Source: an optimization exercise on an open RTL-to-GDS flow (aim: small area and a short achievable clock period). Production flows keep margins and buffers that such runs may drop.
Power and IR drop assume default switching activity.

== oak ==
==> flow/design.v (excerpt) <==
module neoPixelTop (
  input  wire                             busClk,
  input  wire                             arstN,
  input  wire [neoBusPkg::addrWidth-1:0]  busAddr,
  input  wire [neoBusPkg::dataWidth-1:0]  busDataIn,
  input  wire                             busWrite,
  input  wire                             busRead,
  output logic [neoBusPkg::dataWidth-1:0] busDataOut,
  output logic                            busReady,
  output logic                            neoData
);
  logic [1:0] region;
  logic [3:0] regIx;
  logic       wrVirtual;
  logic       wrDelta;
  logic       wrRaw;
  logic       wrReg;
  assign region    = busAddr[neoBusPkg::addrWidth-1 -: 2];
  assign regIx     = busAddr[3:0];
  assign wrVirtual = busWrite && region == neoBusPkg::regionVirtual;
  assign wrDelta   = busWrite && region == neoBusPkg::regionDelta;
  assign wrRaw     = busWrite && region == neoBusPkg::regionRaw;
  assign wrReg     = busWrite && region == neoBusPkg::regionReg;
  logic        virtualPending;
  logic [12:0] regMax;
  logic        ctrlInit;
  logic        ctrlLimit;
  logic        ctrlRun;
  logic        ctrlLoop;
  logic        ctrl32;
  logic        frameDone;
  logic        regRun;
  logic        busy;
  always_ff @(posedge busClk) busReady <= ~wrVirtual;  
  assign regRun = ctrlRun & ~frameDone;  
  always_ff @(posedge busClk or negedge arstN) begin
    if (!arstN) begin
      virtualPending <= 1'b0;
      regMax    <= '0;
      ctrlInit  <= 1'b0;
      ctrlLimit <= 1'b0;
      ctrlRun   <= 1'b0;
      ctrlLoop  <= 1'b0;
      ctrl32    <= 1'b0;
    end else begin
      virtualPending <= wrVirtual;
      if (frameDone) ctrlRun <= ctrlLoop;  
      if (ctrlInit) begin
        ctrlInit  <= 1'b0;
        ctrlLimit <= 1'b0;
        ctrlRun   <= 1'b0;
        ctrlLoop  <= 1'b0;
        ctrl32    <= 1'b0;
      end
      if (wrReg) begin
        case (regIx)
          neoBusPkg::regMaxLo: regMax[7:0]  <= busDataIn;
          neoBusPkg::regMaxHi: regMax[12:8] <= busDataIn[4:0];
          neoBusPkg::regCtrl: begin
            ctrlInit  <= busDataIn[neoBusPkg::ctrlInitBit];
            ctrlLimit <= busDataIn[neoBusPkg::ctrlLimitBit];
            ctrlRun   <= busDataIn[neoBusPkg::ctrlRunBit];
            ctrlLoop  <= busDataIn[neoBusPkg::ctrlLoopBit];
            ctrl32    <= busDataIn[neoBusPkg::ctrl32Bit];
          end
          default: ;  
        endcase
  ...
==> flow/config.mk <==
export PLATFORM = sky130hd
export DESIGN_NAME = neoPixelTop
export DESIGN_NICKNAME = neoPixelTop
export VERILOG_FILES = /design/flow/design.v
export SDC_FILE = /design/flow/constraint.sdc
export NUM_CORES = 4
export LEC_CHECK = 0
export CAP_MARGIN = 20
export CORE_MARGIN = 2
export CORE_UTILIZATION = 60
export CTS_CLUSTER_DIAMETER = 90
export CTS_CLUSTER_SIZE = 26
export PLACE_DENSITY = 0.7
export SETUP_SLACK_MARGIN = 3.4
export SLEW_MARGIN = 20
export TNS_END_PERCENT = 100
==> flow/constraint.sdc <==
create_clock -name core_clock -period 6.0 [get_ports {busClk}]
set_input_delay 1.2000 -clock core_clock [delete_from_list [all_inputs] [get_ports {busClk}]]
set_output_delay 1.2000 -clock core_clock [all_outputs]
set_load 0.01 [all_outputs]
run.sh (not shown) runs the stock make flow with config.mk's settings and CLKGATE_MAP_FILE= SYNTH_SCRIPT=/design/flow/synth_recipe.tcl, a recipe that flattens the netlist after the stock synthesis.
For birch, these inputs were changed with respect to oak:
-- flow/design.v --
<<< oak, line 149
  logic [7:0]  pixWrAddrN;
  logic        pixWrEnN;
  logic [15:0] pixWrHiN;    
  logic [15:0] pixWrLoN;    
  logic        fwdHit;      
  logic [7:0]  fwdData;
  logic [7:0]  pixWrData;
  logic [255:0][7:0] pixMem;
  logic [7:0]  ix;
  logic [7:0]  ixLo;        
  logic [7:0]  ixMid;       
  logic [3:0][7:0] cand;    
  logic [3:0][7:0] pixRd;
  logic [1:0]  candSel;
  logic [7:0]  pixelByte;
>>> birch, line 149
  logic [7:0]  pixWrAddrN;
  logic        pixWrEnN;
  logic [15:0] pixWrHi;     
  logic [15:0] pixWrLo;     
  logic [7:0]  pixWrData;
  logic [255:0][7:0] pixMem;
  logic [7:0]  ix;
  logic [3:0][7:0] cand;    
  logic [3:0][7:0] pixRd;
  logic [3:0]  candHit;
  logic [1:0]  candSel;
  logic [7:0]  pixelByte;
<<< oak, line 166
  always_ff @(posedge busClk or negedge arstN) begin
    if (!arstN) begin
      pixWrHiN <= '1;
    end else begin
      for (int i = 0; i < 16; i++) pixWrHiN[i] <= !(pixWrEnN && pixWrAddrN[7:4] == 4'(i));
    end
  end
  always_ff @(posedge busClk) begin
    pixWrData <= busDataIn;
    for (int i = 0; i < 16; i++) pixWrLoN[i] <= pixWrAddrN[3:0] != 4'(i);
    for (int i = 0; i < 256; i++) begin
      if (!(pixWrHiN[i / 16] || pixWrLoN[i % 16])) pixMem[i] <= pixWrData;
    end
  end
  always_comb begin
    for (int k = 0; k < 4; k++) begin
      pixRd[k] = '0;
      for (int m = 0; m < 8; m++)
        for (int l = 0; l < 8; l++)
          pixRd[k] = pixRd[k] | ({8{ixMid[m] && ixLo[l]}} & pixMem[64*k + 8*m + l]);
    end
  end
  always_ff @(posedge busClk) begin
    cand    <= pixRd;
    candSel <= ix[7:6];
    fwdHit  <= !(pixWrHiN[ix[7:4]] || pixWrLoN[ix[3:0]]);
    fwdData <= pixWrData;
  end
  assign pixelByte = fwdHit ? fwdData : cand[candSel];
  typedef enum logic [1:0] {fIdle, fFetch, fWait} fetchState;
  fetchState fState;
>>> birch, line 163
  always_ff @(posedge busClk or negedge arstN) begin
    if (!arstN) begin
      pixWrHi <= '0;
      pixWrLo <= '0;
    end else begin
      for (int i = 0; i < 16; i++) begin
        pixWrHi[i] <= pixWrEnN && pixWrAddrN[7:4] == 4'(i);
        pixWrLo[i] <= pixWrAddrN[3:0] == 4'(i);
      end
    end
  end
  always_ff @(posedge busClk) begin
    pixWrData <= busDataIn;
    for (int i = 0; i < 256; i++) begin
      if (pixWrHi[i / 16] && pixWrLo[i % 16]) pixMem[i] <= pixWrData;
    end
  end
  always_comb begin
    for (int k = 0; k < 4; k++) begin
      pixRd[k] = pixMem[{2'(k), ix[5:0]}];
      candHit[k] = pixWrHi[{2'(k), ix[5:4]}] && pixWrLo[ix[3:0]];
    end
  end
  always_ff @(posedge busClk) begin
    for (int k = 0; k < 4; k++) cand[k] <= candHit[k] ? pixWrData : pixRd[k];
    candSel <= ix[7:6];
  end
  assign pixelByte = cand[candSel];
  typedef enum logic [1:0] {fIdle, fFetch, fWait} fetchState;
  fetchState fState;
<<< oak, line 208
      fState      <= fIdle;
      ix          <= '0;
      ixLo        <= 8'd1;
      ixMid       <= 8'd1;
      credits     <= 3'd4;
      readPending <= 1'b0;
>>> birch, line 204
      fState      <= fIdle;
      ix          <= '0;
      credits     <= 3'd4;
      readPending <= 1'b0;
<<< oak, line 222
            fState <= fFetch;
            ix     <= '0;
            ixLo   <= 8'd1;
            ixMid  <= 8'd1;
          end
        end
>>> birch, line 216
            fState <= fFetch;
            ix     <= '0;
          end
        end
<<< oak, line 231
          end else if (issue) begin
            if (atLast) fState <= fWait;
            else begin
              ix    <= ix + 1'b1;
              ixLo  <= {ixLo[6:0], ixLo[7]};
              if (ixLo[7]) ixMid <= {ixMid[6:0], ixMid[7]};
            end
          end
        end
>>> birch, line 223
          end else if (issue) begin
            if (atLast) fState <= fWait;
            else ix <= ix + 1'b1;
          end
        end
[summary]
When the final numbers for birch and oak were put side by side, the final period demand of the worst path turned out to be greater in oak.
[birch] overall die area rose about 4% relative to oak
Delta (birch minus oak): number of clock buffers in the layout saw a decrease; cell area up 1900 sq um; overall routing resource usage now smaller.
No functional check of the RTL was part of any run of this note.


orange:
neoPixelTop, a different RTL version from the one above (not shown whole).
export LEC_CHECK = 0
export CAP_MARGIN = 20
export CORE_MARGIN = 2
export CORE_UTILIZATION = 60
export CTS_CLUSTER_DIAMETER = 90
export CTS_CLUSTER_SIZE = 26
export PLACE_DENSITY = 0.7
export SETUP_SLACK_MARGIN = 3.4
export SLEW_MARGIN = 20
export TNS_END_PERCENT = 100
create_clock -name core_clock -period 6.0 [get_ports {busClk}]
Modified inputs, green compared to orange
--- a/flow/design.v
+++ b/flow/design.v
@@ -146,14 +146,16 @@
   end
   assign deltaWord = deltaCand[deltaSel];
   assign mappedIx  = ctrl32 ? {deltaWord[7:2], virtualChan} : deltaWord;
   logic [7:0]  pixWrAddrN;
   logic        pixWrEnN;
   logic [15:0] pixWrHiN;    
   logic [15:0] pixWrLoN;    
+  logic        fwdHit;      
+  logic [7:0]  fwdData;
   logic [7:0]  pixWrData;
   logic [255:0][7:0] pixMem;
   logic [7:0]  ix;
   logic [7:0]  ixLo;        
   logic [3:0]  ixMid;       
   logic [7:0][7:0] cand;    
   logic [7:0][7:0] pixRd;
@@ -180,22 +182,20 @@
       pixRd[k] = '0;
       for (int m = 0; m < 4; m++)
         for (int l = 0; l < 8; l++)
           pixRd[k] = pixRd[k] | ({8{ixMid[m] && ixLo[l]}} & pixMem[32*k + 8*m + l]);
     end
   end
   always_ff @(posedge busClk) begin
-    for (int k = 0; k < 8; k++) cand[k] <= fwdHitN[k] ? pixRd[k] : pixWrData;
+    cand    <= pixRd;
     candSel <= ix[7:5];
+    fwdHit  <= !(pixWrHiN[ix[7:4]] || pixWrLoN[ix[3:0]]);
+    fwdData <= pixWrData;
   end
-  assign pixelByte = cand[candSel];
-  logic [7:0] fwdHitN;
-  always_comb begin
-    for (int k = 0; k < 8; k++) fwdHitN[k] = pixWrHiN[{3'(k), ix[4]}] || pixWrLoN[ix[3:0]];
-  end
+  assign pixelByte = fwdHit ? fwdData : cand[candSel];
   typedef enum logic [1:0] {fIdle, fFetch, fWait} fetchState;
   fetchState fState;
   logic [2:0] credits;    
   logic readPending;      
   logic lastPending;
   logic atLast;
   logic issue;
==> notes.md <==
- Across orange and green, the outcome is the same: a clean finish for every run.
- [green vs orange] relative area change from synthesis to final layout: lower in green
- Taking orange as the reference, in green peak ir drop on the vdd network moved up; post-layout instance count excluding filler cells decreased by about 2.5% relative to the old numbers; post-place instance area has remained practically unchanged; total routed wirelength decreased by 2.4% relative to the old numbers.
- [compare] base=orange new=green: time the worst path needs with I/O delays and setup picked up an extra 0.017 ns, met3 wire length lost 940 um, synthesized cell count lost 164.
- Relative to orange, the share of cell area taken by flip-flops and latches of green is higher by 1.0 points.
- Relative to orange, fraction of layout cells with a size suffix above 1 has decreased by 0.92 points in green.
- Lower routed metal-1 wire length goes to green over orange.
- [green] post-route standard cell area excluding fillers fell about 1.2% relative to orange
No functional check of the RTL was part of any run of this note.

[separate check: timing with driven ports]
The results above use ideal ports. As a check the final layouts listed here were re-extracted and re-timed, cells and wires unchanged. Step 1 assumes that a clkbuf_16 drives the clock port and a buf_2 every other input. Step 2 moves the port delays by t, midway between the first and last clock arrival at a register: inputs arrive t later, outputs are due t later. That takes back most of the time a late clock gives input paths. a / b / c = ideal / step 1 / step 2; a / b = the first two.
run	t (ns)	setup WS [ns]	worst data-port slew with drivers (ns)	cell pins on the clock port's net
oak	0.903	2.911 / 2.911 / 2.582	0.04	1
birch	0.885	3.138 / 3.138 / 2.547	0.16	1
orange	0.922	3.229 / 3.229 / 2.562	0.04	1
green	0.905	3.213 / 3.213 / 2.502	0.05	1
After both steps setup and hold are still met in every run listed. The setup slack of green, which loses most, moves by 0.000 ns with the drivers and by -0.711 ns with both steps.
